This is an optimization exercise on Yosys and OpenROAD, whose aim is small area and a short achievable clock period, not a production implementation. Where RTL was checked, it was by simulation tests only, not by an equivalence proof against the original.

## cedar
Design sync_event_ctrl, start of the top module:
module sync_event_ctrl (
	input  logic                                  clk,
	input  logic                                  rst,
	input  logic                                  master_mode,
	input  logic                                  slave_mode,
	input  logic [4-1:0]               sync_rx_valid,
	input  logic [16-1:0]       sync_interval,
	input  logic [16-1:0]        sync_timeout,
	input  logic [32-1:0]          link_delay,
	input  logic [64-1:0]                sync_data,
	input  logic [8-1:0]                sync_ctrl,
	input  logic [4-1:0]               sync_wr,
	input  logic [4-1:0]               udp_rdy,
	output wire  [4*64-1:0]   udp_data,
	output wire  [4*8-1:0]   udp_ctrl,
	output wire  [4-1:0]               udp_wr,
	output logic [4-1:0]               sync_rdy,
	output logic [64-1:0]                local_clk_counter,
	output logic [64-1:0]                global_time,
	output logic                                  sync_state
);
clock: 5.5 ns
lec_check: 0
cap_margin: 20
core_margin: 2
core_utilization: 50
cts_cluster_diameter: 80
cts_cluster_size: 20
place_density: 0.7
setup_slack_margin: 2.5
slew_margin: 20
tns_end_percent: 10
standard.sh (not shown) runs the stock make flow with config.mk's settings and CLKGATE_MAP_FILE= SYNTH_SCRIPT=/design/flow/synth_recipe.tcl, a recipe that flattens the netlist after the stock synthesis.
==> flow/flow/run.sh <==
#!/bin/bash
# Standard ORFS layout, with the smallest buffer on every port instead of
# the one buffer_ports picks by itself.
set -euo pipefail
export BUFFER_PORTS_ARGS="-buffer_cell sky130_fd_sc_hd__buf_1"
bash standard.sh > standard.log 2>&1
cedar finished end to end and its layout was clean on timing, DRC and antenna.
Inputs modified between cedar and amber:
--- a/flow/design.v
+++ b/flow/design.v
@@ -213,34 +213,52 @@
 			corr[63:33] <= sum3;
 		if (rs_body[7] && word_valid)
 			origin[79:16] <= sync_data;
 		if (rs_body[8] && word_valid) begin
 			origin[15:0] <= sync_data[63:48];
 			trailer      <= sync_data[47:0];
 		end
 	end
+	logic [63:0] rx_time;
 	logic [63:0] od;
 	logic [63:0] cnt_inc;
+	logic [60:0] gt_inc;
 	logic [7:1]  cnt_ones;   
 	logic [7:0]  cnt_up;     
 	logic [16:0] ts0;
 	logic [22:0] ts1;
 	logic [22:0] ts1d;
 	logic [27:0] ts2c;
+	logic [47:0] ts_hi;
 	logic        c16_q;
 	logic        c38_q;
 	assign ts0  = 17'(corr[15:0]) + 17'(sync_data[63:48]);
 	assign ts1  = 23'(corr[37:16]) + 23'(origin[37:16]);
 	assign ts1d = 23'(corr[37:16]) + 23'(sync_data[21:0]);
 	assign ts2c = {1'b0, corr[63:38], c38_q} + {1'b0, origin[63:38], c38_q};
 	always_ff @(posedge clk) begin
 		c16_q <= ts0[16];
 		c38_q <= (rs_body[7] && word_valid) ? ts1d[22] : ts1[22];
 	end
+	always_comb begin
+		logic [5:0] grp;
+		logic [5:0] up;
+		logic [47:0] t;
+		t = od[63:16];
+		for (int k = 0; k < 6; k++)
+			grp[k] = &t[8*k +: 8];
+		for (int k = 0; k < 6; k++)
+			up[k] = c16_q && &(grp | ~((6'd1 << k) - 6'd1));
+		for (int k = 0; k < 6; k++)
+			for (int i = 0; i < 8; i++)
+				ts_hi[8*k+i] = t[8*k+i] ^
+					(up[k] && (i == 0 || &(t[8*k +: 8] | ~(8'hFF >> (8-i)))));
+	end
+	assign rx_time = {ts_hi, od[15:0]};
 	assign cnt_up = {cnt_ones, 1'b1};
 	always_comb begin
 		for (int k = 0; k < 8; k++)
 			for (int i = 0; i < 8; i++)
 				cnt_inc[8*k+i] = local_clk_counter[8*k+i] ^
 					(cnt_up[k] && (i == 0 || &(local_clk_counter[8*k +: 8] | ~(8'hFF >> (8-i)))));
 	end
 	always_ff @(posedge clk or posedge rst) begin
@@ -248,42 +266,38 @@
 			local_clk_counter <= '0;
 			cnt_ones          <= '0;
 		end else begin
 			local_clk_counter <= cnt_inc;
 			for (int k = 1; k < 8; k++)
 				cnt_ones[k] <= &((local_clk_counter ^ 64'd1) | ~((64'd1 << (8*k)) - 64'd1));
 		end
 	end
-	logic [47:0] hi_a;
-	logic        hi_c;
-	logic [47:0] hi_n;
-	logic [12:0] lo_n;
-	assign hi_a = rx_done ? od[63:16] : global_time[63:16];
-	assign hi_c = rx_done ? c16_q : &global_time[15:3];
-	assign lo_n = global_time[15:3] + 1'b1;
 	always_comb begin
-		logic [5:0] grp;
-		logic [5:0] up;
-		for (int k = 0; k < 6; k++)
-			grp[k] = &hi_a[8*k +: 8];
-		for (int k = 0; k < 6; k++)
-			up[k] = hi_c && &(grp | ~((6'd1 << k) - 6'd1));
-		for (int k = 0; k < 6; k++)
+		logic [7:0] grp;
+		logic [7:0] up;
+		logic [63:0] t;
+		t = {3'b000, global_time[63:3]};
+		for (int k = 0; k < 8; k++)
+			grp[k] = &t[8*k +: 8];
+		for (int k = 0; k < 8; k++)
+			up[k] = &(grp | ~((8'd1 << k) - 8'd1));
+		for (int k = 0; k < 8; k++)
 			for (int i = 0; i < 8; i++)
-				hi_n[8*k+i] = hi_a[8*k+i] ^
-					(up[k] && (i == 0 || &(hi_a[8*k +: 8] | ~(8'hFF >> (8-i)))));
+				if (8*k+i < 61)
+					gt_inc[8*k+i] = t[8*k+i] ^
+						(up[k] && (i == 0 || &(t[8*k +: 8] | ~(8'hFF >> (8-i)))));
 	end
 	always_ff @(posedge clk or posedge rst) begin
 		if (rst)
 			global_time <= '0;
 		else if (rx_done)
-			global_time <= {hi_n, od[15:0]};
+			global_time <= rx_time;
 		else
-			global_time[63:3] <= {hi_n, lo_n};
+			global_time[63:3] <= gt_inc;
 	end
 	logic        start;
 	logic [63:0] w [0:8];
 	logic [63:0] tx_data;
 	logic [4-1:0] oc_sof;
 	logic [4-1:0] oc_end;
 	logic [4-1:0] ow;
 	assign start   = rx_done || m_start;
### Flow results
- Having completed the whole flow, amber delivered a layout that passed the timing, DRC and antenna checks.
- amber vs. cedar: number of iterations in the first detailed-routing pass -3; overall die width +about 0.36%; worst hold slack across all endpoints -0.030 ns; minimum setup slack in the final design +0.047 ns.
- The gate count of the mapped netlist number comes out lower for cedar vs amber.
- Comparing amber and cedar, the higher XOR/XNOR share of the synthesized area is on amber.
- Comparing amber and cedar, the lower global routing met3 resource utilization is on amber.
- Measured against cedar, the number of resized instances in the post-cts repair step of amber comes out at 1.3 times the reference value.
- Met2 track demand over resource: amber vs cedar up 0.19 points
Only the layout flow was run in cedar; the RTL was not checked for function there.

[what the ideal ports hide]
No port has a modelled driver above. Below, the same layouts with a new extraction and two added sets of constraints.
Step 1 assumes that a clkbuf_16 drives the clock port and a buf_2 every other input.
Step 2, shift: input delay + t, output delay - t, t = (earliest + latest rising clock arrival at the registers) / 2. This alone moves slack from input paths to output paths.
Three values: ideal ports, drivers, drivers and shift; two values: the first two.
run | t, ns | slack for setup (ns) | latest minus earliest clock arrival (ns) | worst register clock-pin slew, ns
cedar | 0.668 | 2.372 / 2.372 / 1.846 | 0.050 / 0.050 | 0.10 / 0.10
amber | 0.675 | 2.420 / 2.420 / 1.813 | 0.022 / 0.022 | 0.09 / 0.09
After both steps setup and hold are still met in every run listed. The setup slack of amber, which loses most, moves by 0.000 ns with the drivers and by -0.607 ns with both steps.
